What follows belongs to an exercise in optimizing a design on an open flow for small area and a short achievable clock period; a production flow would make more cautious choices. Where RTL was checked, it was by simulation tests only, not by an equivalence proof against the original. Function not checked in runs 6 and 7: the RTL went through the layout flow alone. Power and IR drop assume default switching activity.

==> design/flow/design.v <==
`default_nettype none
package rdmx_ctl_pkg;
    localparam int REG_DATA_W = 32;
    localparam int CNT_W      = 64;
    localparam int REG_IDX_W  = 8;
    localparam int TDATA_W    = 512;
    localparam int SEQ_W      = 32;
    localparam int RESET_HOLD_CYCLES = 1000;
    localparam int RST_CNT_W         = $clog2(RESET_HOLD_CYCLES + 1);
    localparam logic [CNT_W-1:0] PCI_BASE_RST = 64'h1_0000_0000;
    localparam logic [CNT_W-1:0] PCI_SIZE_RST = 64'h1_0000_0000;
    typedef enum logic [REG_IDX_W-1:0] {
        REG_STATUS     = 8'd0,
        REG_ERRORS     = 8'd1,
        REG_GOOD_H     = 8'd2,
        REG_GOOD_L     = 8'd3,
        REG_BAD_H      = 8'd4,
        REG_BAD_L      = 8'd5,
        REG_PCI_BASE_H = 8'd6,
        REG_PCI_BASE_L = 8'd7,
        REG_PCI_SIZE_H = 8'd8,
        REG_PCI_SIZE_L = 8'd9,
        REG_RESET      = 8'd10,
        REG_CLEAR      = 8'd11,
        REG_LOOPBACK   = 8'd34,
        REG_PAUSE_PCI  = 8'd35
    } reg_index_e;
    typedef enum logic [1:0] {
        RESP_OKAY   = 2'd0,
        RESP_SLVERR = 2'd2,
        RESP_DECERR = 2'd3
    } resp_e;
    typedef struct packed {
        logic                  valid;
        logic [REG_IDX_W-1:0]  index;
        logic [REG_DATA_W-1:0] data;
    } reg_wr_t;
    typedef struct packed {
        logic                 valid;
        logic [REG_IDX_W-1:0] index;
    } reg_rd_req_t;
    typedef struct packed {
        logic                  valid;
        logic [REG_DATA_W-1:0] data;
        resp_e                 resp;
    } reg_rd_t;
    typedef struct packed {
        logic good;
        logic bad;
        logic range_err;
    } pkt_event_t;
    typedef struct packed {
        logic [1:0] ddr_cal;
        logic       pcs_aligned;
    } async_status_t;
    typedef struct packed {
        logic [TDATA_W-1:0] tdata;
        logic               tvalid;
        logic               tready;
        logic               tlast;
    } stream_beat_t;
    typedef struct packed {
        logic [CNT_W-1:0] base;
        logic [CNT_W-1:0] size;
    } pci_cfg_t;
    typedef struct packed {
        logic [CNT_W-1:0] good;
        logic [CNT_W-1:0] bad;
        logic [3:0]       errors;
        logic [2:0]       status;
        logic             reset_active;
        logic             pause_active;
        logic             loopback;
        pci_cfg_t         pci;
    } status_view_t;
endpackage
`default_nettype wire
`default_nettype none
module seq_bit (
    input  logic f,
    input  logic p,
    input  logic f_lo,
    input  logic p_lo,
    output logic m
);
    assign m = (f ^ p) ^ (p_lo & ~f_lo);
endmodule
module seq_check (
    input  logic        clk,
    input  logic        clr,
    input  logic [31:0] stream_hi,
    input  logic        beat,
    output logic        seq_error
);
    logic [31:0] seq_prior, prior_n;
    logic [31:0] miss;
    assign miss[0] = ~(stream_hi[0] ^ seq_prior[0]);
    genvar i;
    for (i = 1; i < 32; i++) begin : g_bit
        seq_bit u_b (
            .f    (stream_hi[i]),
            .p    (seq_prior[i]),
            .f_lo (stream_hi[i-1]),
            .p_lo (seq_prior[i-1]),
            .m    (miss[i])
        );
    end
    ld_word #(.W(32)) u_prior (
        .a (!clr & beat),
        .b (!clr & !beat),
        .d (stream_hi),
        .q (seq_prior),
        .n (prior_n)
    );
    always_ff @(posedge clk) begin
        seq_prior <= prior_n;
        seq_error <= !clr && (seq_error || (beat && (stream_hi != 32'd0) && (miss != 32'd0)));
    end
endmodule
`default_nettype wire
`default_nettype none
module pkt_counter (
    input  logic        clk,
    input  logic        clr,
    input  logic        ld_h,
    input  logic        ld_l,
    input  logic [31:0] wd,
    input  logic        inc,
    output logic [63:0] count
);
    logic [63:0] count_n;
    wire a_h = !clr && ld_h;
    wire a_l = !clr && ld_l;
    wire b_h = !clr && !ld_h;
    wire b_l = !clr && !ld_l;
    count_next #(.N(8), .ONES(1'b1)) u_next (
        .inc(inc),
        .blk({{4{ld_l}}, {4{ld_h}}}),
        .a  ({{4{a_h}}, {4{a_l}}}),
        .b  ({{4{b_h}}, {4{b_l}}}),
        .d  ({wd, wd}),
        .q  (count),
        .n  (count_n)
    );
    always_ff @(posedge clk) begin
        count <= count_n;
    end
endmodule
module event_capture (
    input  logic        clk,
    input  logic        clr,
    input  logic [31:0] wd,
    input  logic        w_good_h,
    input  logic        w_good_l,
    input  logic        w_bad_h,
    input  logic        w_bad_l,
    input  logic [2:0]  events,
    input  logic [2:0]  async_status,
    output logic [63:0] good_count,
    output logic [63:0] bad_count,
    output logic        range_err,
    output logic [2:0]  sync_q
);
    logic [2:0] sync_meta;
    always_ff @(posedge clk) begin
        sync_meta <= async_status;
        sync_q    <= sync_meta;
    end
    pkt_counter u_good (
        .clk(clk), .clr(clr), .ld_h(w_good_h), .ld_l(w_good_l), .wd(wd),
        .inc(events[2]), .count(good_count)
    );
    pkt_counter u_bad (
        .clk(clk), .clr(clr), .ld_h(w_bad_h), .ld_l(w_bad_l), .wd(wd),
        .inc(events[1]), .count(bad_count)
    );
    always_ff @(posedge clk) begin
        range_err <= !clr && (range_err || events[0]);
    end
endmodule
`default_nettype wire
`default_nettype none
module ld_word #(
    parameter int W = 32
) (
    input  logic         a,
    input  logic         b,
    input  logic [W-1:0] d,
    input  logic [W-1:0] q,
    output logic [W-1:0] n
);
    assign n = ({W{a}} & d) | ({W{b}} & q);
endmodule
module tgate8 (
    input  logic       g,
    input  logic [7:1] pre,
    output logic [7:1] t_n
);
    assign t_n = ~({7{g}} & pre);
endmodule
module step_bitn (
    input  logic a,
    input  logic b,
    input  logic d,
    input  logic q,
    input  logic t_n,
    output logic n
);
    assign n = (a & d) | (b & (q ^ ~t_n));
endmodule
module step_bit0 (
    input  logic a,
    input  logic b,
    input  logic d,
    input  logic q,
    input  logic g,
    output logic n
);
    assign n = (a & d) | (b & (q ^ g));
endmodule
module and2m (
    input  logic c,
    input  logic q,
    output logic y
);
    assign y = c & q;
endmodule
module all8 #(
    parameter bit ONES = 1'b1
) (
    input  logic [7:0] q,
    output logic       all
);
    assign all = ONES ? (&q) : ~(|q);
endmodule
module prefix8 #(
    parameter bit ONES = 1'b1
) (
    input  logic [7:0] q,
    output logic [7:2] pre,
    output logic       all
);
    if (ONES) begin : g_up
        and2m u_l2 (.c(q[0]), .q(q[1]), .y(pre[2]));
        genvar j;
        for (j = 2; j < 7; j++) begin : g_link
            and2m u_l (.c(pre[j]), .q(q[j]), .y(pre[j+1]));
        end
        all8 #(.ONES(1'b1)) u_all (.q(q), .all(all));
    end else begin : g_down
        always_comb begin
            logic p;
            p = ~q[0];
            for (int j = 1; j < 8; j++) begin
                p = p & ~q[j];
                if (j < 7) pre[j+1] = p;
            end
            all = p;
        end
    end
endmodule
module group_en #(
    parameter int N = 8
) (
    input  logic         inc,
    input  logic [N-1:0] blk,
    input  logic [N-1:0] all,
    output logic [N-1:0] g
);
    logic [N-1:0] low;
    always_comb begin
        logic p;
        p = 1'b1;
        for (int k = 0; k < N; k++) begin
            low[k] = p;
            p = p & all[k];
        end
    end
    assign g = {N{inc}} & ~blk & low;
endmodule
module count_next #(
    parameter int N    = 8,
    parameter bit ONES = 1'b1
) (
    input  logic           inc,
    input  logic [N-1:0]   blk,
    input  logic [N-1:0]   a,
    input  logic [N-1:0]   b,
    input  logic [8*N-1:0] d,
    input  logic [8*N-1:0] q,
    output logic [8*N-1:0] n
);
    logic [N-1:0]   all, g;
    logic [8*N-1:1] pre;
    group_en #(.N(N)) u_ge (.inc(inc), .blk(blk), .all(all), .g(g));
    genvar k, j;
    for (k = 0; k < N; k++) begin : g_grp
        prefix8 #(.ONES(ONES)) u_p (.q(q[8*k +: 8]), .pre(pre[8*k+2 +: 6]), .all(all[k]));
        assign pre[8*k+1] = ONES ? q[8*k] : ~q[8*k];
        step_bit0 u_s0 (
            .a(a[k]), .b(b[k]), .d(d[8*k]), .q(q[8*k]), .g(g[k]), .n(n[8*k])
        );
        logic [7:1] t_n;
        tgate8 u_t (.g(g[k]), .pre(pre[8*k+1 +: 7]), .t_n(t_n));
        for (j = 1; j < 8; j++) begin : g_bit
            step_bitn u_s (
                .a(a[k]), .b(b[k]), .d(d[8*k+j]), .q(q[8*k+j]), .t_n(t_n[j]), .n(n[8*k+j])
            );
        end
    end
endmodule
module ctl_regs (
    input  logic         clk,
    input  logic         resetn,
    input  logic [31:0]  wd,
    input  logic         w_base_h,
    input  logic         w_base_l,
    input  logic         w_size_h,
    input  logic         w_size_l,
    input  logic         w_loop,
    input  logic         w_pause,
    input  logic         w_reset,
    output logic [127:0] pci,
    output logic         loopback,
    output logic         pause_pci,
    output logic         rst_run
);
    localparam logic [9:0] LFSR_SEED = 10'h001;
    localparam logic [9:0] LFSR_LAST = 10'h3d6;
    logic [127:0] pci_q, pci_n;
    wire  [3:0]   we  = {w_base_h, w_base_l, w_size_h, w_size_l};
    genvar k;
    for (k = 0; k < 4; k++) begin : g_pci
        ld_word #(.W(32)) u_w (
            .a (resetn & we[k]),
            .b (resetn & ~we[k]),
            .d (wd),
            .q (pci_q[32*k +: 32]),
            .n (pci_n[32*k +: 32])
        );
    end
    always_ff @(posedge clk) begin
        pci_q <= pci_n | {31'd0, !resetn, 63'd0, !resetn, 32'd0};
    end
    assign pci = pci_q;
    always_ff @(posedge clk) begin
        if (!resetn)     loopback <= 1'b0;
        else if (w_loop) loopback <= wd[0];
    end
    logic [31:0] pause_count, pause_n;
    count_next #(.N(4), .ONES(1'b0)) u_pause (
        .inc(pause_pci),
        .blk({4{w_pause}}),
        .a  ({4{resetn & w_pause}}),
        .b  ({4{resetn & ~w_pause}}),
        .d  (wd),
        .q  (pause_count),
        .n  (pause_n)
    );
    always_ff @(posedge clk) begin
        pause_count <= pause_n;
        pause_pci   <= resetn && (w_pause ? (wd != 32'd0) : (pause_count[31:1] != 31'd0));
    end
    logic [9:0] rst_lfsr;
    always_ff @(posedge clk) begin
        if (w_reset) rst_lfsr <= LFSR_SEED;
        else         rst_lfsr <= {rst_lfsr[8:0], rst_lfsr[9] ^ rst_lfsr[6]};
        if (!resetn)                               rst_run <= 1'b0;
        else if (w_reset)                          rst_run <= 1'b1;
        else if (rst_run && rst_lfsr == LFSR_LAST) rst_run <= 1'b0;
    end
endmodule
`default_nettype wire
`default_nettype none
module read_mux (
    input  logic         clk,
    input  logic         resetn,
    input  logic [8:0]   reg_rd_req,
    input  logic [2:0]   status,
    input  logic [3:0]   errors,
    input  logic [63:0]  good_count,
    input  logic [63:0]  bad_count,
    input  logic [127:0] pci,
    input  logic         rst_run,
    input  logic         loopback,
    input  logic         pause_pci,
    output logic [34:0]  reg_rd
);
    wire [7:0] ri = reg_rd_req[7:0];
    wire        hi0 = (ri[7:4] == 4'h0);
    wire        hi2 = (ri[7:4] == 4'h2);
    logic [15:0] lo;
    always_comb begin
        for (int k = 0; k < 16; k++) lo[k] = (ri[3:0] == 4'(k));
    end
    wire s_stat  = hi0 && lo[0];
    wire s_err   = hi0 && lo[1];
    wire s_gh    = hi0 && lo[2];
    wire s_gl    = hi0 && lo[3];
    wire s_bh    = hi0 && lo[4];
    wire s_bl    = hi0 && lo[5];
    wire s_pbh   = hi0 && lo[6];
    wire s_pbl   = hi0 && lo[7];
    wire s_psh   = hi0 && lo[8];
    wire s_psl   = hi0 && lo[9];
    wire s_rst   = hi0 && lo[10];
    wire s_loop  = hi2 && lo[2];
    wire s_pause = hi2 && lo[3];
    wire sel_ok = (hi0 && (ri[3:0] <= 4'd10)) || (hi2 && (ri[3:1] == 3'd1));
    wire [7:0] sel8 = {s_psl, s_psh, s_pbl, s_pbh, s_bl, s_bh, s_gl, s_gh};
    wire [31:0] sel_data;
    genvar k;
    for (k = 0; k < 32; k++) begin : g_bit
        rd_bit u_bit (
            .sel (sel8),
            .d   ({pci[k], pci[32+k], pci[64+k], pci[96+k],
                   bad_count[k], bad_count[32+k], good_count[k], good_count[32+k]}),
            .x   (sel_data[k])
        );
    end
    logic        rd_valid, rd_err;
    logic [31:0] rd_data;
    always_ff @(posedge clk) begin
        rd_valid <= resetn && reg_rd_req[8];
        rd_data  <= sel_data | {28'd0, s_err ? errors : {1'b0, s_stat ? status : 3'd0}}
                          | {31'd0, (s_rst && rst_run) || (s_loop && loopback) || (s_pause && pause_pci)};
        rd_err   <= !sel_ok;
    end
    assign reg_rd = {rd_valid, rd_data, rd_err, rd_err};
endmodule
`default_nettype wire
module rd_bit (
    input  logic [7:0] sel,
    input  logic [7:0] d,
    output logic       x
);
    assign x = |(sel & d);
endmodule
`default_nettype none
module pd_hi (
    input  logic [3:0] x,
    output logic       is0,
    output logic       is2
);
    assign is0 = (x == 4'h0);
    assign is2 = (x == 4'h2);
endmodule
module pd_mid (
    input  logic [1:0] x,
    output logic [3:0] y
);
    assign y = 4'b0001 << x;
endmodule
module pd_lo (
    input  logic       v,
    input  logic [1:0] x,
    output logic [3:0] y
);
    assign y = {4{v}} & (4'b0001 << x);
endmodule
module and3m (
    input  logic [2:0] x,
    output logic       y
);
    assign y = &x;
endmodule
module wr_dec (
    input  logic        wv,
    input  logic [7:0]  wi,
    output logic [11:0] w
);
    logic       h0, h2;
    logic [3:0] m, l;
    pd_hi  u_h (.x(wi[7:4]), .is0(h0), .is2(h2));
    pd_mid u_m (.x(wi[3:2]), .y(m));
    pd_lo  u_l (.v(wv), .x(wi[1:0]), .y(l));
    genvar k;
    for (k = 0; k < 10; k++) begin : g_w
        and3m u_a (.x({h0, m[(k + 2) >> 2], l[(k + 2) & 3]}), .y(w[k]));
    end
    and3m u_a34 (.x({h2, m[0], l[2]}), .y(w[10]));
    and3m u_a35 (.x({h2, m[0], l[3]}), .y(w[11]));
endmodule
module rdmx_control (
    input  logic                        clk,
    input  logic                        resetn,
    input  logic [40:0]                 reg_wr,
    output logic                        wr_done,
    output logic [1:0]                  wr_resp,
    input  logic [8:0]                  reg_rd_req,
    output logic [34:0]                 reg_rd,
    input  logic [2:0]                  events,
    input  logic [1:0]                  overflow,
    input  logic [2:0]                  async_status,
    input  logic [514:0]                stream,
    output logic [127:0]                pci,
    output logic                        loopback,
    output logic                        pause_pci,
    output logic                        resetn_out
);
    wire        wv = reg_wr[40];
    wire [7:0]  wi = reg_wr[39:32];
    wire [31:0] wd = reg_wr[31:0];
    logic w_good_h, w_good_l, w_bad_h, w_bad_l, w_base_h, w_base_l;
    logic w_size_h, w_size_l, w_reset, w_clear, w_loop, w_pause;
    wr_dec u_wr_dec (
        .wv(wv), .wi(wi),
        .w({w_pause, w_loop, w_clear, w_reset, w_size_l, w_size_h,
            w_base_l, w_base_h, w_bad_l, w_bad_h, w_good_l, w_good_h})
    );
    wire wr_ok = ((wi[7:4] == 4'h0) && (wi[3:0] >= 4'd2) && (wi[3:0] <= 4'd11))
              || ((wi[7:4] == 4'h2) && (wi[3:1] == 3'd1));
    logic wr_err;
    always_ff @(posedge clk) begin
        wr_done <= resetn && wv;
        wr_err  <= !wr_ok;
    end
    assign wr_resp = {wr_err, wr_err};
    logic        rst_run;
    logic [63:0] good_count, bad_count;
    logic        range_err, seq_error;
    logic [2:0]  sync_q;
    ctl_regs u_ctl_regs (
        .clk       (clk),
        .resetn    (resetn),
        .wd        (wd),
        .w_base_h  (w_base_h),
        .w_base_l  (w_base_l),
        .w_size_h  (w_size_h),
        .w_size_l  (w_size_l),
        .w_loop    (w_loop),
        .w_pause   (w_pause),
        .w_reset   (w_reset),
        .pci       (pci),
        .loopback  (loopback),
        .pause_pci (pause_pci),
        .rst_run   (rst_run)
    );
    assign resetn_out = resetn && !rst_run;
    wire clr = !resetn || rst_run || w_clear;
    event_capture u_event_capture (
        .clk          (clk),
        .clr          (clr),
        .wd           (wd),
        .w_good_h     (w_good_h),
        .w_good_l     (w_good_l),
        .w_bad_h      (w_bad_h),
        .w_bad_l      (w_bad_l),
        .events       (events),
        .async_status (async_status),
        .good_count   (good_count),
        .bad_count    (bad_count),
        .range_err    (range_err),
        .sync_q       (sync_q)
    );
    seq_check u_seq_check (
        .clk       (clk),
        .clr       (clr),
        .stream_hi (stream[514:483]),
        .beat      (stream[2] && stream[1]),
        .seq_error (seq_error)
    );
    read_mux u_read_mux (
        .clk        (clk),
        .resetn     (resetn),
        .reg_rd_req (reg_rd_req),
        .status     (sync_q),
        .errors     ({seq_error, overflow, range_err}),
        .good_count (good_count),
        .bad_count  (bad_count),
        .pci        (pci),
        .rst_run    (rst_run),
        .loopback   (loopback),
        .pause_pci  (pause_pci),
        .reg_rd     (reg_rd)
    );
endmodule
`default_nettype wire
==> design/flow/flow/run.sh <==
#!/bin/bash
# Standard layout, with every port buffered by the smallest buffer
# instead of the resizer's default pick (a delay cell on sky130hd).
set -euo pipefail
export BUFFER_PORTS_ARGS="-buffer_cell sky130_fd_sc_hd__buf_1"
bash standard.sh > standard_flow.log 2>&1
==> design/flow/standard.sh <==
#!/bin/bash
# synth_recipe.tcl (not shown) runs the flow's synth.tcl, then flattens the netlist and writes it again
# the make line also repeats each setting of config.mk as NAME=value (left out here)
make -C /OpenROAD-flow-scripts/flow DESIGN_CONFIG=/design/flow/config.mk WORK_HOME=/design/flow/orfs CLKGATE_MAP_FILE= SYNTH_SCRIPT=/design/flow/synth_recipe.tcl "${@:-finish}"
==> design/flow/config.mk <==
export PLATFORM = sky130hd
export DESIGN_NAME = rdmx_control
export DESIGN_NICKNAME = rdmx_control
export VERILOG_FILES = /design/flow/design.v
export SDC_FILE = /design/flow/constraint.sdc
export NUM_CORES = 4
export LEC_CHECK = 0
export CAP_MARGIN = 20
export CORE_MARGIN = 2
export CORE_UTILIZATION = 40
export CTS_BUF_LIST = sky130_fd_sc_hd__clkbuf_8
export CTS_CLUSTER_DIAMETER = 60
export CTS_CLUSTER_SIZE = 14
export PLACE_DENSITY = 0.8
export SETUP_SLACK_MARGIN = 2.7
export SLEW_MARGIN = 20
export SYNTH_HIERARCHICAL = 1
export SYNTH_MINIMUM_KEEP_SIZE = 0
==> design/flow/constraint.sdc <==
create_clock -name core_clock -period 5.0 [get_ports {clk}]
set_input_delay 1.0000 -clock core_clock [delete_from_list [all_inputs] [get_ports {clk}]]
set_output_delay 1.0000 -clock core_clock [all_outputs]
set_load 0.01 [all_outputs]
==> reports/metrics.yaml, run 1 <==
run_status:
  run_status: "timing/DRC/antenna clean"
synthesis:
  synth.avg_cell_area_um2: 10.3
  synth_cells: 1652
  syn_nets: 2227
  yosysWarnings: 15
  syn_area_um2: 17000
drt:
  drcViolationCount: 0
  wl_per_cell_um: 23.7
  first_pass_iters: 6
  drt-initial-drc-count: 1716
  ant_nets: 0
  drt-total-wl_mm: 62.0
  vias: 15900
  viasPerCell: 6.07
timing:
  worst_pin_slew_ns: 0.887
  clock_skew_ns: 0.0489
  post-route-min-period_ns: 2.44
  setup_violations: 0
  slew_violations: 0
  tns_ns: 0
  timing.fmax_mhz: 410
  finalHoldViolations: 0
  rsz0062_at_grt: "yes"
  slew-limit-headroom: 0.408
  worst_slack_ns: 2.56
  period_share: 0.487
final_layout:
  layout-drive-gt1-share: 0.149
  synthToLayoutAreaGrowth_pct: 22.1
  multi_input_area_um2: 9620
  nFillCells: 3712
  register_area_um2: 7550
  nNetsFinal: 2629
power_and_ir_drop:
  power_leakage_nw: 7.40
  p_per_area_nw_per_um2: 324
  power.total_mw: 6.73
  ir_drop_v: 0.000177
die:
  dieArea_um2: 44200
  start_util: 0.405
  dieHeight_um: 210
  num_rows: 75
  io_pins: 744
  fp.dieW_um: 210
  core_um2: 41900
place:
  place_ws_ns: 1.52
  post-dp-hpwl_mm: 38.4
  place.gp.congestion: 0.935
  io_buffers: 262
clock_network:
  cts_inserted_buffers: 37
  insertion_delay_ns: 0.63
  cts_sinks: 377
  clk_path_buf_depth: 3
  cts_tree: "done"
  htreeDepth: 2
  path_clk_slew_ns: 0.10
  cts-root-buf: "clkbuf_8"
critical_path:
  critPathRequiredTime_ns: 4.00
  critical_path.max_fanout: 2
  cp_slowest_cell: "nor2b_4"
  arrival_ns: 1.44
  critical_path_class: "input port to primary output"
  cp_top_family: "buffers and inverters"
  cp-start-kind: "input port"
  slowest_delay_ns: 0.14
  path_cells: "buf_1, buf_6, nor2b_4, buf_6"
  cp_common_cell: "buf_6"
  cp.buffers_inverters: 3
  cp-end-kind: "primary output"
job:
  drv_cap: 0
global_routing:
  grt_pass1_vias: 15400
  grt_use_total: 0.266
  grt_start_max_net_pins: 34
  grt_first_pass_wirelength_mm: 91.1
  antenna_found_initial: 3
  overflow: 0
hold_path:
  hp-class: "flip-flop to flip-flop"
==> worst paths after layout <==
kind / cells past startpoint / end / slack [ns] / start
setup / recovery: 4 / resetn_out / 2.56 / resetn
hold / removal: 0 / u_event_capture.sync_q[0] / 0.32 / u_event_capture.sync_meta[0]
setup reg to reg: 7 / u_ctl_regs.pause_count[17] / 2.70 / u_ctl_regs.pause_count[12]
hold reg to reg: 0 / u_event_capture.sync_q[0] / 0.32 / u_event_capture.sync_meta[0]
==> sequential cells by signal (all words and copies together) (netlist names) <==
name                          cells
u_event_capture.sync_q            3
u_ctl_regs.rst_run                1
u_event_capture.u_bad.count      64
u_seq_check.seq_prior            32
u_read_mux.rd_valid               1
u_event_capture.range_err         1
u_read_mux.rd_data               32
u_read_mux.rd_err                 1
u_ctl_regs.rst_lfsr              10
u_event_capture.sync_meta         3
u_ctl_regs.loopback               1
wr_err                            1
u_ctl_regs.pause_count           32
u_event_capture.u_good.count     64
u_seq_check.seq_error             1
wr_done                           1
u_ctl_regs.pci_q                128
u_ctl_regs.pause_pci              1
==> layout by cell type (no fill, tap or decap), types with 26 or more instances in the layout <==
| cell type | count |
|---|---|
| buf_4 | 100 |
| nand2_1 | 146 |
| nor2_4 | 26 |
| nor2b_1 | 41 |
| and2_1 | 102 |
| buf_1 | 252 |
| nand4_1 | 68 |
| a22oi_1 | 129 |
| dfxtp_1 | 376 |
| a22o_1 | 310 |
| clkbuf_8 | 41 |
| xnor2_1 | 203 |
==> timing repair <==
action                                  CTS  global route
pin swaps                                21            21
hold buffers                              0             0
buffers inserted                         51            45
gates cloned                             14             2
hold endpoints to repair                  0             0
gates resized for setup                  33            32
endpoints found under the setup margin  259           168
==> metrics by stage <==
| step | hold slack [ns] | cells | util | area (um^2) |
|---|---|---|---|---|
| after global routing | 0.325 | 2612 | 0.495 | 20800 |
| after detailed placement | 0.322 | 2442 | 0.447 | 18800 |
| after floorplan | 0.310 | 1652 | - | 17300 |
| final | 0.317 | 2613 | 0.495 | 20800 |
| after global placement | 0.311 | 2442 | 0.447 | 18800 |
| after CTS | 0.326 | 2565 | 0.479 | 20100 |
==> layout make-up <==
class                      instances  share of cell area
tap                              539              0.0325
timing repair buffer             384               0.105
multi-input combinational       1240               0.464
inverter                          14             0.00253
sequential                       377               0.364
clock buffer                      41              0.0272
clock inverter                    17             0.00561
antenna                            1            0.000121
==> report_power, final <==
part | leakage, nW | switching (mW) | internal [mW]
Combinational | 3.97 | 0.722 | 0.699
Sequential | 3.05 | 0.238 | 3.17
Clock | 0.374 | 1.13 | 0.774
==> layer usage <==
metal / vias up / wire [um] / GRT usage
li1: 7017 / - / -
met1: 7679 / 23500 / 0.322
met2: 976 / 28900 / 0.437
met3: 178 / 6910 / 0.0746
met4: 6 / 2670 / 0.128
met5: - / 39 / 0
==> run 2, diff against run 1 <==
--- a/design/flow/config.mk
+++ b/design/flow/config.mk
@@ -11,7 +11,6 @@
 export CTS_BUF_LIST = sky130_fd_sc_hd__clkbuf_8
 export CTS_CLUSTER_DIAMETER = 60
 export CTS_CLUSTER_SIZE = 14
-export PLACE_DENSITY = 0.8
 export SETUP_SLACK_MARGIN = 2.7
 export SLEW_MARGIN = 20
 export SYNTH_HIERARCHICAL = 1
==> reports/metrics.yaml, run 2 <==
run_status:
  run_status: "timing/DRC/antenna clean"
power_and_ir_drop:
  power.total_mw: 6.91  # +2.6%
  p_clk_frac: 0.306  # +0.023
  switching_share: 0.305  # -0.00508
  p_int_mw: 4.80  # +3.4%
  power_leakage_nw: 7.34  # -0.79%
  power.net_switching_mw: 2.11  # +0.94%
  seqPwrFrac: 0.492  # -0.014
  combPwrFrac: 0.202  # -0.009
  p_per_area_nw_per_um2: 334  # +2.8%
  ir_drop_v: 0.000221  # +25%
timing:
  post-route-min-period_ns: 2.35  # -0.0834 ns
  tns_ns: 0  # unchanged
  worst_pin_slew_ns: 0.900  # +0.0139 ns
  slew-limit-headroom: 0.400  # -0.00784
  timing.fmax_mhz: 425  # +3.5%
  rsz0062_at_grt: "yes"
  slew_violations: 0  # unchanged
  clock_skew_ns: 0.0394  # -0.00948 ns
  finalHoldViolations: 0  # unchanged
  period_share: 0.471  # -0.0167
  setup_violations: 0  # unchanged
critical_path:
  cp-end-kind: "primary output"
  path_cells: "buf_12, nor2b_4, buf_6"
  critical_path_class: "input port to primary output"
  critPathRequiredTime_ns: 4.00  # about the same
  arrival_ns: 1.35  # -0.09 ns
  cp_slowest_cell: "buf_6"
  cp-start-kind: "input port"
  critical_path.max_fanout: 4  # +2
  slowest_delay_ns: 0.13  # about the same
die:
  num_rows: 75  # unchanged
  start_util: 0.405  # unchanged
  core_um2: 41900  # unchanged
  fp.dieW_um: 210  # unchanged
  dieHeight_um: 210  # unchanged
  dieArea_um2: 44200  # unchanged
  io_pins: 744  # unchanged
final_layout:
  synthToLayoutAreaGrowth_pct: 21.9
  max_flop_register: "u_ctl_regs.pci_q"
  largest_reg_flops: 128  # unchanged
  layout-drive-gt1-share: 0.143  # -0.00600
  nFillCells: 3904  # +5.2%
  multi_input_area_um2: 9590  # -0.35%
  final_cell_mix: "376 x dfxtp_1, 310 x a22o_1, 253 x buf_1"
  nNetsFinal: 2609  # -0.76%
  diodes: 0  # -1
  register_area_um2: 7550  # about the same
  reg_top3: "u_ctl_regs.pci_q (128), u_event_capture.u_bad.count (64), u_event_capture.u_good.count (64)"
  final_common_cell: "dfxtp_1"
place:
  place.gp.congestion: 0.876  # -6.4%
  post-dp-hpwl_mm: 39.4  # +2.5%
  io_buffers: 262  # unchanged
drt:
  drt-initial-drc-count: 1212  # -29%
  wl_per_cell_um: 23.9  # +0.57%
  drt-total-wl_mm: 61.9  # -0.16%
  first_pass_iters: 5  # -1
  vias: 15200  # -4.4%
  drcViolationCount: 0  # unchanged
  viasPerCell: 5.85  # -3.7%
  ant_nets: 0  # unchanged
hold_path:
  hp-class: "flip-flop to flip-flop"
clock_network:
  cts_sinks: 377  # unchanged
  path_clk_slew_ns: 0.08  # -0.02 ns
  cts-root-buf: "clkbuf_8"
  htreeDepth: 2  # unchanged
  clk_path_buf_depth: 3  # unchanged
  cts_tree: "done"
  cts_inserted_buffers: 38  # +2.7%
  cts_hold_buf: 0  # unchanged
  insertion_delay_ns: 0.65  # +0.02 ns
job:
  drv_cap: 0  # unchanged
synthesis:
  synth_cells: 1652  # unchanged
  synth.avg_cell_area_um2: 10.3  # unchanged
  yosysWarnings: 15  # unchanged
  syn_area_um2: 17000  # unchanged
  syn_nets: 2227  # unchanged
global_routing:
  overflow: 0  # unchanged
  grt_use_total: 0.270  # +0.00406
  grt_first_pass_wirelength_mm: 90.8  # -0.32%
  grt_pass1_vias: 14700  # -4.8%
  antenna_found_initial: 0  # -3
  grt_start_max_net_pins: 34  # unchanged
-- run 2: what timing repair did --
action,in CTS,in global routing
cloned,14,1
buffers inserted,49,21
setup endpoints to repair,312,257
gates resized for setup,33,31
pin swaps,23,7
hold endpoints to repair,0,0
-- run 2: power by group through the flow --
stage | combinational [mW] | sequential, mW | clock, mW
2_1_floorplan | 1.03 | 3.41 | 0
3_3_place_gp | 1.28 | 3.45 | 0
3_5_place_dp | 1.31 | 3.46 | 0
4_1_cts | 1.35 | 3.39 | 2.17
5_1_grt | 1.52 | 3.42 | 2.28
6_report | 1.39 | 3.40 | 2.11
-- run 2: cell type report --
| type | instances | share of cell area |
|---|---|---|
| flip-flops and latches | 377 | 0.364 |
| multi-input cells | 1239 | 0.463 |
| clock buffers | 41 | 0.0272 |
| repair buffers | 364 | 0.101 |
| inverters | 14 | 0.00254 |
| well taps | 539 | 0.0326 |
| clock inverters | 20 | 0.00973 |
-- run 2: worst paths after layout --
path                                                 startpoint                                to  slack, ns  cells past startpoint
worst max register to register  u_event_capture.u_good.count[2]  u_event_capture.u_good.count[57]       2.76                      9
worst min-delay path               u_event_capture.sync_meta[2]         u_event_capture.sync_q[2]       0.34                      0
worst min register to register     u_event_capture.sync_meta[2]         u_event_capture.sync_q[2]       0.34                      0
worst max-delay path                                     resetn                        resetn_out       2.65                      3
-- run 2: metrics by stage --
stage	utilization	worst slack [ns]	cells	hold WS, ns	cell area, um^2
floorplan	-	2.33	1652	0.310	17300
detailed placement	0.448	1.57	2448	0.315	18800
finish	0.494	2.65	2594	0.336	20700
global route	0.494	2.63	2594	0.341	20700
global placement	0.448	1.61	2448	0.311	18800
CTS	0.485	2.56	2572	0.338	20300
-- run 2: routing by layer --
layer	global-route usage	part of all wire	wire, um
met5	0	0	0
met4	0.112	0.035	2170
met3	0.0490	0.075	4650
met2	0.416	0.44	27300
met1	0.374	0.45	27800
-- run 2: critical path: cells and delay by family --
family	cells	cell delay (ns)
simple gates	1	0.12
buf+inv	2	0.23
==> run 3, diff against run 2 <==
--- a/design/flow/config.mk
+++ b/design/flow/config.mk
@@ -9,8 +9,8 @@
 export CORE_MARGIN = 2
 export CORE_UTILIZATION = 40
 export CTS_BUF_LIST = sky130_fd_sc_hd__clkbuf_8
-export CTS_CLUSTER_DIAMETER = 60
-export CTS_CLUSTER_SIZE = 14
+export CTS_CLUSTER_DIAMETER = 70
+export CTS_CLUSTER_SIZE = 18
 export SETUP_SLACK_MARGIN = 2.7
 export SLEW_MARGIN = 20
 export SYNTH_HIERARCHICAL = 1
==> reports/metrics.yaml, run 3 <==
run_status:
  run_status: "timing/DRC/antenna clean"
synthesis:
  syn_area_um2: 17000  # unchanged
  synth.avg_cell_area_um2: 10.3  # unchanged
  yosysWarnings: 15  # unchanged
  syn_nets: 2227  # unchanged
  synth_cells: 1652  # unchanged
timing:
  slew_violations: 0  # unchanged
  finalHoldViolations: 0  # unchanged
  clock_skew_ns: 0.0322  # -0.00716 ns
  worst_pin_slew_ns: 0.932  # +0.0317 ns
  rsz0062_at_grt: "yes"
  slew-limit-headroom: 0.379  # -0.0211
  tns_ns: 0  # unchanged
  post-route-min-period_ns: 2.35  # +0.0000600 ns
  timing.fmax_mhz: 425  # about the same
  period_share: 0.471  # about the same
  setup_violations: 0  # unchanged
place:
  place.gp.congestion: 0.876  # unchanged
  post-dp-hpwl_mm: 39.4  # unchanged
  place_inst: 2448  # unchanged
  io_buffers: 262  # unchanged
die:
  fp.dieW_um: 210  # unchanged
  start_util: 0.405  # unchanged
  dieArea_um2: 44200  # unchanged
  num_rows: 75  # unchanged
  io_pins: 744  # unchanged
  dieHeight_um: 210  # unchanged
  core_um2: 41900  # unchanged
final_layout:
  nFillCells: 3920  # +0.41%
  layout-drive-gt1-share: 0.154  # +0.0118
  fin_cells: 2579  # -0.58%
  final_common_cell: "dfxtp_1"
  diodes: 0  # unchanged
  reg_top3: "u_ctl_regs.pci_q (128), u_event_capture.u_bad.count (64), u_event_capture.u_good.count (64)"
  nNetsFinal: 2594  # -0.57%
  largest_reg_flops: 128  # unchanged
  max_flop_register: "u_ctl_regs.pci_q"
  final_cell_mix: "355 x dfxtp_1, 310 x a22o_1, 238 x buf_1"
  synthToLayoutAreaGrowth_pct: 21.1
drt:
  wl_met1_mm: 27.7  # -0.25%
  first_pass_iters: 6  # +1
  vias: 15200  # +0.013%
  viasPerCell: 5.88  # +0.59%
  ant_nets: 0  # unchanged
  drcViolationCount: 0  # unchanged
  drt-total-wl_mm: 61.8  # -0.11%
  highest_layer: "met4"
  drt-initial-drc-count: 1202  # -0.83%
  wl_met2_mm: 27.6  # +1.2%
  met3_length_mm: 4.65  # unchanged
  wl_per_cell_um: 24.0  # +0.47%
critical_path:
  critical_path_class: "input port to primary output"
  cp_top_family: "buffers and inverters"
  path_cells: "buf_12, nor2b_4, buf_6"
  slowest_delay_ns: 0.12  # about the same
  critPathRequiredTime_ns: 4.00  # about the same
  cp.buffers_inverters: 2  # unchanged
  critical_path.max_fanout: 4  # unchanged
  cp-end-kind: "primary output"
  cp_slowest_cell: "nor2b_4"
  arrival_ns: 1.35  # about the same
  cp-start-kind: "input port"
  reg2reg_slack_ns: 2.79  # +0.03 ns
power_and_ir_drop:
  power_leakage_nw: 7.30  # -0.51%
  p_per_area_nw_per_um2: 328  # -1.8%
  ir_drop_v: 0.000191  # -14%
clock_network:
  insertion_delay_ns: 0.67  # +0.02 ns
  clk_path_buf_depth: 3  # unchanged
  cts_sinks: 377  # unchanged
  cts-root-buf: "clkbuf_8"
  cts_inserted_buffers: 31  # -18%
  path_clk_slew_ns: 0.10  # +0.02 ns
  htreeDepth: 1  # -1
  cts_tree: "done"
hold_path:
  hp-class: "flip-flop to flip-flop"
global_routing:
  overflow: 0  # unchanged
  antenna_found_initial: 0  # unchanged
  grt_first_pass_wirelength_mm: 90.9  # +0.14%
  grt_start_max_net_pins: 34  # unchanged
  grt_pass1_vias: 14600  # -0.43%
  grt_use_total: 0.269  # -0.00146
job:
  drv_cap: 0  # unchanged
[run 3: what timing repair did]
| action | in CTS | in global routing |
|---|---|---|
| gates cloned | 14 | 1 |
| gates resized for setup | 52 | 47 |
| endpoints found under the setup margin | 320 | 253 |
| hold buffers | 0 | 0 |
| pin swaps | 21 | 8 |
| setup buffers | 43 | 19 |
[run 3: metrics by stage]
step / hold WS, ns / setup slack [ns] / utilization / area (um^2) / total power, mW
floorplan: 0.310 / 2.33 / - / 17300 / 4.44
global placement: 0.311 / 1.61 / 0.448 / 18800 / 4.73
detailed placement: 0.315 / 1.57 / 0.448 / 18800 / 4.76
CTS: 0.342 / 2.57 / 0.483 / 20200 / 6.74
global route: 0.345 / 2.62 / 0.491 / 20600 / 7.05
finish: 0.339 / 2.65 / 0.491 / 20600 / 6.75
[run 3: worst paths after layout]
check,from,to,cells past startpoint
max,resetn,resetn_out,3
min,u_event_capture.sync_meta[1],u_event_capture.sync_q[1],0
max reg2reg,u_event_capture.u_bad.count[22],u_event_capture.u_bad.count[41],8
min reg2reg,u_event_capture.sync_meta[1],u_event_capture.sync_q[1],0
[run 3: routing by layer]
metal | up-vias | track usage
met5 | - | 0
met2 | 668 | 0.427
met4 | 0 | 0.0910
met1 | 7428 | 0.372
li1 | 6973 | -
met3 | 97 | 0.0432
[run 3: cell type report]
type | instances | area, um^2 | share of cell area
clock buffers | 34 | 468 | 0.0227
clock inverters | 20 | 219 | 0.0106
inverters | 14 | 52.6 | 0.00255
multi-input cells | 1239 | 9590 | 0.466
flip-flops and latches | 377 | 7580 | 0.368
well taps | 539 | 674 | 0.0328
repair buffers | 356 | 2010 | 0.0978
[run 3: power breakdown]
group | total (mW) | internal, mW | switching [mW]
registers | 3.40 | 3.17 | 0.229
clock network | 1.96 | 0.777 | 1.18
logic | 1.39 | 0.694 | 0.695
total | 6.75 | 4.64 | 2.10
==> run 4, diff against run 3 <==
--- a/design/flow/config.mk
+++ b/design/flow/config.mk
@@ -8,9 +8,9 @@
 export CAP_MARGIN = 20
 export CORE_MARGIN = 2
 export CORE_UTILIZATION = 40
-export CTS_BUF_LIST = sky130_fd_sc_hd__clkbuf_8
-export CTS_CLUSTER_DIAMETER = 70
-export CTS_CLUSTER_SIZE = 18
+export CTS_BUF_LIST = sky130_fd_sc_hd__clkbuf_4
+export CTS_CLUSTER_DIAMETER = 50
+export CTS_CLUSTER_SIZE = 10
 export SETUP_SLACK_MARGIN = 2.7
 export SLEW_MARGIN = 20
 export SYNTH_HIERARCHICAL = 1
==> reports/metrics.yaml, run 4 <==
critical_path:
  critPathRequiredTime_ns: 4.00  # about the same
  path_cells: "buf_4, nor2b_4, buf_6"
  r2r_end: "u_ctl_regs.pause_count[30]"
  arrival_ns: 1.47  # +0.12 ns
  rr_startpoint: "u_ctl_regs.pause_count[9]"
  critical_path_class: "input port to primary output"
  cp_slowest_cell: "nor2b_4"
  critical_path.max_fanout: 11  # +7
  slowest_delay_ns: 0.18  # +0.06 ns
  cp.buffers_inverters: 2  # unchanged
  cp-end-kind: "primary output"
  cp-start-kind: "input port"
  cp_top_family: "buffers and inverters"
  reg2reg_slack_ns: 2.74  # -0.05 ns
  reg2regPathDepth: 8  # unchanged
place:
  post-dp-hpwl_mm: 39.4  # unchanged
  place_inst: 2448  # unchanged
  io_buffers: 262  # unchanged
  place_ws_ns: 1.57  # unchanged
  place.gp.congestion: 0.876  # unchanged
hold_path:
  holdPathEnd: "u_event_capture.sync_meta[0]"
  worstHoldStart: "async_status[0]"
  whs_path_depth: 1  # +1
  hp-class: "input port to flip-flop"
synthesis:
  synth_cells: 1652  # unchanged
  syn_area_um2: 17000  # unchanged
  synth.avg_cell_area_um2: 10.3  # unchanged
  syn_nets: 2227  # unchanged
  yosysWarnings: 15  # unchanged
final_layout:
  final_cell_mix: "310 x a22o_1, 226 x dfxtp_1, 203 x xnor2_1"
  reg_top3: "u_ctl_regs.pci_q (128), u_event_capture.u_bad.count (64), u_event_capture.u_good.count (64)"
  max_flop_register: "u_ctl_regs.pci_q"
  layout-drive-gt1-share: 0.329  # +0.174
  fin_cells: 2716  # +5.3%
  largest_reg_flops: 128  # unchanged
  synthToLayoutAreaGrowth_pct: 32.9
  nNetsFinal: 2728  # +5.2%
  final_common_cell: "a22o_1"
global_routing:
  grt_start_max_net_pins: 34  # unchanged
  overflow: 0  # unchanged
  use_met2: 0.439  # +0.0128
  grt_most_used_layer: "met2"
  grt_use_total: 0.272  # +0.00365
  globalRouteMet1Util: 0.367  # -0.00444
  grt_first_pass_wirelength_mm: 92.5  # +1.8%
  antenna_found_initial: 2  # +2
  grt_pass1_vias: 15300  # +4.7%
  globalRouteMet3Util: 0.0554  # +0.0122
power_and_ir_drop:
  ir_drop_v: 0.000185  # -3.2%
  p_per_area_nw_per_um2: 304  # -7.4%
  power_leakage_nw: 8.72  # +19%
job:
  drv_cap: 0  # unchanged
clock_network:
  cts_hold_buf: 0  # unchanged
  cts_sinks: 377  # unchanged
  insertion_delay_ns: 0.82  # +0.15 ns
  cts_tree: "done"
  clk_path_buf_depth: 3  # unchanged
  cts_inserted_buffers: 49  # +58%
  cts-root-buf: "clkbuf_4"
  htreeDepth: 2  # +1
  path_clk_slew_ns: 0.11  # about the same
die:
  core_um2: 41900  # unchanged
  dieHeight_um: 210  # unchanged
  dieArea_um2: 44200  # unchanged
  io_pins: 744  # unchanged
  fp.dieW_um: 210  # unchanged
  start_util: 0.405  # unchanged
  num_rows: 75  # unchanged
timing:
  clock_skew_ns: 0.0316  # -0.000619 ns
  worst_pin_slew_ns: 0.849  # -0.0835 ns
  holdWs_ns: 0.277  # -0.0619 ns
  period_share: 0.494  # +0.0230
  timing.fmax_mhz: 405  # -4.7%
  slew-limit-headroom: 0.433  # +0.0543
  worst_slack_ns: 2.53  # -0.115 ns
  slew_violations: 0  # unchanged
  rsz0062_at_grt: "yes"
  setup_violations: 0  # unchanged
  post-route-min-period_ns: 2.47  # +0.115 ns
  tns_ns: 0  # unchanged
  finalHoldViolations: 0  # unchanged
run_status:
  run_status: "timing/DRC/antenna clean"
drt:
  drt-initial-drc-count: 1195  # -0.58%
  first_pass_iters: 6  # unchanged
  wl_per_cell_um: 23.5  # -2.1%
  drt-total-wl_mm: 63.8  # +3.1%
  vias: 15700  # +3.6%
  viasPerCell: 5.79  # -1.6%
  drcViolationCount: 0  # unchanged
  ant_nets: 0  # unchanged
## run 4: layout make-up
cell class	instances	area [um^2]
Multi-Input combinational cell	1238	9550
Sequential cell	377	7750
Inverter	14	52.6
Clock buffer	57	428
Clock inverter	15	256
Tap cell	539	674
Fill cell	3711	19400
Timing Repair Buffer	473	3870
Antenna cell	3	7.51
## run 4: timing repair
| action | CTS | global route |
|---|---|---|
| cloned | 9 | 5 |
| hold endpoints to repair | 0 | 0 |
| gates resized for setup | 492 | 36 |
| pin swaps | 9 | 12 |
| setup endpoints to repair | 370 | 446 |
| setup buffers | 146 | 33 |
## run 4: power breakdown
| group | total (mW) | switching (mW) | internal (mW) |
|---|---|---|---|
| combinational | 1.42 | 0.710 | 0.712 |
| sequential | 3.40 | 0.230 | 3.17 |
| clock | 2.04 | 1.13 | 0.904 |
| total | 6.86 | 2.07 | 4.79 |
## run 4: metal layers
metal	part of all wire	vias up
li1	-	7240
met1	0.43	7687
met2	0.46	677
met3	0.082	115
met4	0.028	0
met5	0	-
## run 4: worst max-delay path by stage
stage          slack [ns]               start  cells past startpoint                     end
4_1_cts              2.49  u_ctl_regs.rst_run                      2              resetn_out
2_1_floorplan        2.33       reg_rd_req[4]                      7   u_read_mux.rd_data[0]
5_1_grt              2.47  u_ctl_regs.rst_run                      2              resetn_out
3_5_place_dp         1.57       reg_rd_req[0]                      6  u_read_mux.rd_data[31]
6_report             2.53              resetn                      3              resetn_out
3_3_place_gp         1.61       reg_rd_req[0]                      6  u_read_mux.rd_data[31]
## run 4: stage by stage
stage | util | power (mW) | instance area [um^2]
after floorplan | - | 4.44 | 17300
after global placement | 0.448 | 4.73 | 18800
after detailed placement | 0.448 | 4.76 | 18800
after CTS | 0.526 | 6.83 | 22100
after global routing | 0.539 | 7.18 | 22600
final | 0.539 | 6.86 | 22600
==> run 5, diff against run 4 <==
--- a/design/flow/config.mk
+++ b/design/flow/config.mk
@@ -8,9 +8,9 @@
 export CAP_MARGIN = 20
 export CORE_MARGIN = 2
 export CORE_UTILIZATION = 40
-export CTS_BUF_LIST = sky130_fd_sc_hd__clkbuf_4
-export CTS_CLUSTER_DIAMETER = 50
-export CTS_CLUSTER_SIZE = 10
+export CTS_BUF_LIST = sky130_fd_sc_hd__clkbuf_16
+export CTS_CLUSTER_DIAMETER = 90
+export CTS_CLUSTER_SIZE = 30
 export SETUP_SLACK_MARGIN = 2.7
 export SLEW_MARGIN = 20
 export SYNTH_HIERARCHICAL = 1
==> reports/metrics.yaml, run 5 <==
die:
  dieArea_um2: 44200  # unchanged
  dieHeight_um: 210  # unchanged
  num_rows: 75  # unchanged
  io_pins: 744  # unchanged
  core_um2: 41900  # unchanged
  fp.dieW_um: 210  # unchanged
  start_util: 0.405  # unchanged
drt:
  drcViolationCount: 0  # unchanged
  ant_nets: 0  # unchanged
  drt-initial-drc-count: 1293  # +8.2%
  first_pass_iters: 5  # -1
  wl_per_cell_um: 23.8  # +1.4%
  drt-total-wl_mm: 61.0  # -4.2%
  viasPerCell: 5.89  # +1.8%
  vias: 15100  # -3.9%
timing:
  slew_violations: 0  # unchanged
  slew-limit-headroom: 0.395  # -0.0374
  worst_pin_slew_ns: 0.907  # +0.0581 ns
  rsz0062_at_grt: "yes"
  setup_violations: 0  # unchanged
  period_share: 0.473  # -0.0205
  post-route-min-period_ns: 2.37  # -0.103 ns
  holdWs_ns: 0.321  # +0.0444 ns
  clock_skew_ns: 0.0295  # -0.00206 ns
  tns_ns: 0  # unchanged
  finalHoldViolations: 0  # unchanged
  timing.fmax_mhz: 423  # +4.3%
global_routing:
  grt_first_pass_wirelength_mm: 90.1  # -2.6%
  grt_start_max_net_pins: 34  # unchanged
  grt_pass1_vias: 14500  # -5.6%
  antenna_found_initial: 0  # -2
  overflow: 0  # unchanged
  grt_use_total: 0.266  # -0.00664
power_and_ir_drop:
  power_leakage_nw: 7.25  # -17%
  p_per_area_nw_per_um2: 324  # +6.6%
  power.total_mw: 6.68  # -2.7%
  ir_drop_v: 0.000210  # +14%
clock_network:
  cts_sinks: 377  # unchanged
  cts_inserted_buffers: 19  # -61%
  htreeDepth: 1  # -1
  cts-root-buf: "clkbuf_16"
  path_clk_slew_ns: 0.12  # about the same
  clk_path_buf_depth: 3  # unchanged
  cts_tree: "done"
  insertion_delay_ns: 0.55  # -0.27 ns
critical_path:
  slowest_delay_ns: 0.16  # -0.02 ns
  critical_path_class: "input port to primary output"
  path_cells: "buf_12, nor2b_4, buf_6"
  cp-end-kind: "primary output"
  cp_slowest_cell: "nor2b_4"
  cp-start-kind: "input port"
  critical_path.max_fanout: 6  # -5
  critPathRequiredTime_ns: 4.00  # about the same
  arrival_ns: 1.37  # -0.10 ns
synthesis:
  syn_nets: 2227  # unchanged
  synth.avg_cell_area_um2: 10.3  # unchanged
  synth_cells: 1652  # unchanged
  yosysWarnings: 15  # unchanged
  syn_area_um2: 17000  # unchanged
final_layout:
  nNetsFinal: 2592  # -5.0%
  max_flop_register: "u_ctl_regs.pci_q"
  synthToLayoutAreaGrowth_pct: 21.3
  largest_reg_flops: 128  # unchanged
  diodes: 0  # -3
  reg_top3: "u_ctl_regs.pci_q (128), u_event_capture.u_bad.count (64), u_event_capture.u_good.count (64)"
  nFillCells: 3892  # +4.9%
  layout-drive-gt1-share: 0.133  # -0.196
  final_common_cell: "dfxtp_1"
  final_cell_mix: "376 x dfxtp_1, 310 x a22o_1, 252 x buf_1"
  post-route-util: 0.492  # -0.0470
hold_path:
  hp-class: "flip-flop to flip-flop"
place:
  io_buffers: 262  # unchanged
  post-dp-hpwl_mm: 39.4  # unchanged
  place.gp.congestion: 0.876  # unchanged
job:
  drv_cap: 0  # unchanged
run_status:
  run_status: "timing/DRC/antenna clean"
-- run 5: worst max-delay path, delay by kind of cell --
kind / cells / cell delay, ns
buf+inv: 2 / 0.20
simple gates: 1 / 0.16
-- run 5: repair_timing --
action                                  CTS  global route
gates resized for setup                  49            22
hold buffers                              0             0
setup buffers                            56            16
gates cloned                             15             0
endpoints found under the setup margin  306           184
pin swaps                                28             9
-- run 5: path summary, 6_finish.rpt --
kind,start,to,slack [ns],cells past startpoint
worst min register to register,u_event_capture.sync_meta[2],u_event_capture.sync_q[2],0.32,0
worst max register to register,u_ctl_regs.pause_count[9],u_ctl_regs.pause_count[24],2.80,8
worst max-delay path,resetn,resetn_out,2.63,3
worst min-delay path,u_event_capture.sync_meta[2],u_event_capture.sync_q[2],0.32,0
-- run 5: metrics by stage --
stage	std cells	setup slack (ns)	area, um^2
floorplan	1652	2.33	17300
global placement	2448	1.61	18800
detailed placement	2448	1.57	18800
CTS	2550	2.57	20300
global route	2566	2.62	20600
finish	2566	2.63	20600
-- run 5: power by group --
| group | switching, mW | total [mW] | internal (mW) |
|---|---|---|---|
| Combinational | 0.705 | 1.41 | 0.705 |
| Clock | 1.11 | 1.86 | 0.753 |
| Sequential | 0.231 | 3.40 | 3.17 |
| Total | 2.05 | 6.68 | 4.63 |
-- run 5: area by class of cell --
type	count	area [um^2]	area share
clock buffers	19	475	0.0231
multi-input cells	1239	9610	0.466
well taps	539	674	0.0327
inverters	14	52.6	0.00255
repair buffers	366	2140	0.104
flip-flops and latches	377	7550	0.366
clock inverters	12	128	0.00619
-- run 5: per-layer routing --
metal,GRT usage,vias to the layer above,routed length (um)
met5,0,-,0
met4,0.0861,0,1790
met3,0.0356,94,4510
met2,0.420,656,27200
met1,0.375,7402,27500
li1,-,6961,-
==> run 6, diff against run 5 <==
--- a/design/flow/design.v
+++ b/design/flow/design.v
@@ -437,13 +437,18 @@
     assign x = |(sel & d);
 endmodule
 `default_nettype none
-module pd_hi (
-    input  logic [3:0] x,
-    output logic       is0,
-    output logic       is2
+module nor2m (
+    input  logic [1:0] x,
+    output logic       y
 );
-    assign is0 = (x == 4'h0);
-    assign is2 = (x == 4'h2);
+    assign y = ~|x;
+endmodule
+module and2bm (
+    input  logic a,
+    input  logic b_n,
+    output logic y
+);
+    assign y = a & ~b_n;
 endmodule
 module pd_mid (
     input  logic [1:0] x,
@@ -458,8 +463,8 @@
 );
     assign y = {4{v}} & (4'b0001 << x);
 endmodule
-module and3m (
-    input  logic [2:0] x,
+module and4m (
+    input  logic [3:0] x,
     output logic       y
 );
     assign y = &x;
@@ -469,17 +474,19 @@
     input  logic [7:0]  wi,
     output logic [11:0] w
 );
-    logic       h0, h2;
+    logic       z76, z54, t54;
     logic [3:0] m, l;
-    pd_hi  u_h (.x(wi[7:4]), .is0(h0), .is2(h2));
-    pd_mid u_m (.x(wi[3:2]), .y(m));
-    pd_lo  u_l (.v(wv), .x(wi[1:0]), .y(l));
+    nor2m  u_z76 (.x(wi[7:6]), .y(z76));
+    nor2m  u_z54 (.x(wi[5:4]), .y(z54));
+    and2bm u_t54 (.a(wi[5]), .b_n(wi[4]), .y(t54));
+    pd_mid u_m   (.x(wi[3:2]), .y(m));
+    pd_lo  u_l   (.v(wv), .x(wi[1:0]), .y(l));
     genvar k;
     for (k = 0; k < 10; k++) begin : g_w
-        and3m u_a (.x({h0, m[(k + 2) >> 2], l[(k + 2) & 3]}), .y(w[k]));
+        and4m u_a (.x({z76, z54, m[(k + 2) >> 2], l[(k + 2) & 3]}), .y(w[k]));
     end
-    and3m u_a34 (.x({h2, m[0], l[2]}), .y(w[10]));
-    and3m u_a35 (.x({h2, m[0], l[3]}), .y(w[11]));
+    and4m u_a34 (.x({z76, t54, m[0], l[2]}), .y(w[10]));
+    and4m u_a35 (.x({z76, t54, m[0], l[3]}), .y(w[11]));
 endmodule
 module rdmx_control (
     input  logic                        clk,
@@ -508,12 +515,11 @@
         .w({w_pause, w_loop, w_clear, w_reset, w_size_l, w_size_h,
             w_base_l, w_base_h, w_bad_l, w_bad_h, w_good_l, w_good_h})
     );
-    wire wr_ok = ((wi[7:4] == 4'h0) && (wi[3:0] >= 4'd2) && (wi[3:0] <= 4'd11))
-              || ((wi[7:4] == 4'h2) && (wi[3:1] == 3'd1));
     logic wr_err;
     always_ff @(posedge clk) begin
         wr_done <= resetn && wv;
-        wr_err  <= !wr_ok;
+        wr_err  <= ~|{w_pause, w_loop, w_clear, w_reset, w_size_l, w_size_h,
+                      w_base_l, w_base_h, w_bad_l, w_bad_h, w_good_l, w_good_h};
     end
     assign wr_resp = {wr_err, wr_err};
     logic        rst_run;
--- a/design/flow/config.mk
+++ b/design/flow/config.mk
@@ -8,9 +8,9 @@
 export CAP_MARGIN = 20
 export CORE_MARGIN = 2
 export CORE_UTILIZATION = 40
-export CTS_BUF_LIST = sky130_fd_sc_hd__clkbuf_16
-export CTS_CLUSTER_DIAMETER = 90
-export CTS_CLUSTER_SIZE = 30
+export CTS_BUF_LIST = sky130_fd_sc_hd__clkbuf_8
+export CTS_CLUSTER_DIAMETER = 60
+export CTS_CLUSTER_SIZE = 14
 export SETUP_SLACK_MARGIN = 2.7
 export SLEW_MARGIN = 20
 export SYNTH_HIERARCHICAL = 1
==> reports/metrics.yaml, run 6 <==
critical_path:
  cp-end-kind: "primary output"
  arrival_ns: 1.34  # -0.03 ns
  critPathRequiredTime_ns: 4.00  # about the same
  cp_top_family: "buffers and inverters"
  reg2regPathDepth: 8  # unchanged
  path_cells: "buf_12, nor2b_4, buf_6"
  path_depth: 3  # unchanged
  r2r_end: "u_event_capture.u_bad.count[58]"
  endpoint: "resetn_out"
  critical_path_class: "input port to primary output"
  slowest_delay_ns: 0.12  # -0.04 ns
  reg2reg_slack_ns: 2.79  # about the same
  critical_path.max_fanout: 3  # -3
  cp-start-kind: "input port"
  cp-startpoint: "resetn"
  cp.buffers_inverters: 2  # unchanged
  rr_startpoint: "u_event_capture.u_bad.count[19]"
  cp_slowest_cell: "nor2b_4"
die:
  fp.dieW_um: 210  # about the same
  dieArea_um2: 44200  # about the same
  io_pins: 744  # unchanged
  num_rows: 75  # unchanged
  core_um2: 41900  # unchanged
  dieHeight_um: 210  # about the same
  start_util: 0.405  # about the same
timing:
  worst_slack_ns: 2.66  # +0.0233 ns
  timing.fmax_mhz: 427  # +1.0%
  finalHoldViolations: 0  # unchanged
  slew-limit-headroom: 0.403  # +0.00745
  slew_violations: 0  # unchanged
  rsz0062_at_grt: "yes"
  worst_pin_slew_ns: 0.896  # -0.0112 ns
  clock_skew_ns: 0.0309  # +0.00134 ns
  setup_violations: 0  # unchanged
  post-route-min-period_ns: 2.34  # -0.0233 ns
  period_share: 0.468  # -0.00467
  tns_ns: 0  # unchanged
final_layout:
  synthToLayoutAreaGrowth_pct: 21.3  # about the same
  post-route-util: 0.492  # about the same
  final_cell_mix: "372 x dfxtp_1, 310 x a22o_1, 256 x buf_1"
  reg_top3: "u_ctl_regs.pci_q (128), u_event_capture.u_bad.count (64), u_event_capture.u_good.count (64)"
  final_common_cell: "dfxtp_1"
  max_flop_register: "u_ctl_regs.pci_q"
  fin_cells: 2591  # +0.97%
  largest_reg_flops: 128  # unchanged
  diodes: 0  # unchanged
  nFillCells: 3947  # +1.4%
  nNetsFinal: 2603  # +0.42%
  layout-drive-gt1-share: 0.142  # +0.00861
clock_network:
  cts_sinks: 377  # unchanged
  cts-root-buf: "clkbuf_8"
  htreeDepth: 2  # +1
  cts_tree: "done"
  path_clk_slew_ns: 0.08  # -0.04 ns
  clk_path_buf_depth: 3  # unchanged
  cts_inserted_buffers: 38  # +19
  insertion_delay_ns: 0.62  # +0.07 ns
power_and_ir_drop:
  p_clk_frac: 0.308  # +0.029
  power.total_mw: 6.97  # +4.4%
  power_leakage_nw: 7.27  # +0.33%
  ir_drop_v: 0.000183  # -13%
  seqPwrFrac: 0.488  # -0.022
  p_int_mw: 4.87  # +5.2%
  p_per_area_nw_per_um2: 338  # +4.4%
  combPwrFrac: 0.204  # -0.007
  switching_share: 0.302  # -0.00511
  power.net_switching_mw: 2.10  # +2.7%
global_routing:
  grt_most_used_layer: "met2"
  grt_use_total: 0.272  # +0.00569
  grt_first_pass_wirelength_mm: 91.1  # +1.1%
  grt_start_max_net_pins: 34  # unchanged
  overflow: 0  # unchanged
  grt_pass1_vias: 14400  # -0.13%
  globalRouteMet3Util: 0.0434  # +0.00775
  use_met2: 0.430  # +0.0102
  globalRouteMet1Util: 0.378  # +0.00277
  antenna_found_initial: 0  # unchanged
drt:
  drt-total-wl_mm: 61.8  # +1.3%
  ant_nets: 0  # unchanged
  wl_per_cell_um: 23.9  # +0.34%
  drcViolationCount: 0  # unchanged
  vias: 15100  # +0.17%
  viasPerCell: 5.84  # -0.79%
  first_pass_iters: 5  # unchanged
  drt-initial-drc-count: 1418  # +9.7%
place:
  place_inst: 2450  # +0.082%
  place.gp.congestion: 0.867  # -0.94%
  post-dp-hpwl_mm: 38.9  # -1.3%
  io_buffers: 262  # unchanged
  place_ws_ns: 1.66  # +0.0924 ns
synthesis:
  syn_nets: 2227  # unchanged
  synth_cells: 1652  # unchanged
  yosysWarnings: 15  # unchanged
  syn_area_um2: 17000  # about the same
  synth.avg_cell_area_um2: 10.3  # about the same
hold_path:
  hp-class: "flip-flop to flip-flop"
  worstHoldStart: "u_event_capture.sync_meta[0]"
  whs_path_depth: 0  # unchanged
job:
  drv_cap: 0  # unchanged
run_status:
  run_status: "timing/DRC/antenna clean"
==> run 6: layout make-up <==
cell class,instances,area (um^2),area share
clock buffers,43,592,0.0287
clock inverters,21,203,0.00982
inverters,14,52.6,0.00255
multi-input cells,1238,9600,0.465
flip-flops and latches,377,7550,0.366
well taps,539,674,0.0327
repair buffers,359,1960,0.0948
==> run 6: worst min path at each step <==
stage,to
2_1_floorplan,u_event_capture.sync_q[0]
3_3_place_gp,u_event_capture.sync_q[2]
3_5_place_dp,u_event_capture.sync_q[1]
4_1_cts,u_event_capture.sync_q[1]
5_1_grt,u_event_capture.sync_q[1]
6_report,u_event_capture.sync_q[0]
==> run 6: power groups by stage <==
stage	logic [mW]	clock network [mW]	registers, mW
after global routing	1.55	2.29	3.43
after floorplan	1.03	0	3.41
after detailed placement	1.29	0	3.46
final	1.42	2.14	3.40
after global placement	1.28	0	3.45
after CTS	1.32	2.19	3.39
==> run 6: worst reg2reg max path, stage by stage (launching register included) <==
cell and delay [ns]:
dfxtp_1 0.46, nand4_1 0.15, nor2_2 0.27, nand4_4 0.28, nor4_4 0.34, buf_4 0.20
nand2_1 0.08, xnor2_1 0.12, a22o_1 0.20
==> run 6: layer usage <==
layer / part of all wire / routed length, um
met5: 0 / 0
met4: 0.023 / 1450
met3: 0.093 / 5730
met2: 0.45 / 27900
met1: 0.43 / 26700
==> run 6: metrics by stage <==
stage	hold slack, ns	area, um^2
2_1_floorplan	0.310	17300
3_3_place_gp	0.311	18800
3_5_place_dp	0.317	18800
4_1_cts	0.340	20200
5_1_grt	0.342	20600
6_report	0.336	20600
==> run 6: what timing repair did <==
item / in CTS / in global routing
pin swaps: 20 / 12
gates resized for setup: 35 / 32
hold endpoints to repair: 0 / 0
cloned: 12 / 2
buffers inserted: 39 / 24
hold buffers: 0 / 0
endpoints found under the setup margin: 253 / 197
==> run 7, diff against run 6 <==
--- a/design/flow/config.mk
+++ b/design/flow/config.mk
@@ -7,7 +7,7 @@
 export LEC_CHECK = 0
 export CAP_MARGIN = 20
 export CORE_MARGIN = 2
-export CORE_UTILIZATION = 40
+export CORE_UTILIZATION = 44
 export CTS_BUF_LIST = sky130_fd_sc_hd__clkbuf_8
 export CTS_CLUSTER_DIAMETER = 60
 export CTS_CLUSTER_SIZE = 14
==> reports/metrics.yaml, run 7 <==
run_status:
  run_status: "did not finish"
  failing_step: "3_2_place_iop"
  stop_error: "[ERROR PPL-0024] Number of IO pins (744) exceeds maximum number of available positions (720). Increase the die perimeter from 802.36um to 1011.84um."
synthesis:
  synth_cells: 1652  # unchanged
  synth.avg_cell_area_um2: 10.3  # unchanged
  syn_nets: 2227  # unchanged
  syn_area_um2: 17000  # unchanged
  yosysWarnings: 15  # unchanged
die:
  num_rows: 72  # -4.0%
  dieHeight_um: 201  # -4.6%
  start_util: 0.443  # +0.0377
  fp.dieW_um: 201  # -4.6%

[port drivers added, routing unchanged]
How much do the figures lean on ideal ports? The routed layouts below were timed once more, with nothing changed but the port constraints. Step 1 (the two cells are an assumption about what drives the block):
set clk [get_ports {clk}]
set_driving_cell -lib_cell sky130_fd_sc_hd__clkbuf_16 $clk
set_driving_cell -lib_cell sky130_fd_sc_hd__buf_2 [delete_from_list [all_inputs] $clk]
Step 2 adds t to the input delays and takes it off the output delays; t is the mean of the earliest and latest rising clock arrival at the registers after step 1. Input paths then give back, and output paths get back, about the clock's delay inside the block. a / b / c = ideal / step 1 / step 2; a / b = the first two.
run	shift t [ns]	setup WS [ns]	worst slew at a driven data input, ns
run 1	0.651	2.564 / 2.505 / 2.028	0.10
run 2	0.679	2.647 / 2.588 / 2.052	0.09
run 3	0.710	2.647 / 2.585 / 2.014	0.10
run 4	0.858	2.532 / 2.499 / 1.740	0.09
run 5	0.593	2.635 / 2.566 / 2.162	0.10
run 6	0.665	2.658 / 2.606 / 2.094	0.07
After both steps every run listed still meets setup and hold. The setup slack of run 4, which loses most, moves by -0.033 ns with the drivers and by -0.792 ns with both steps.
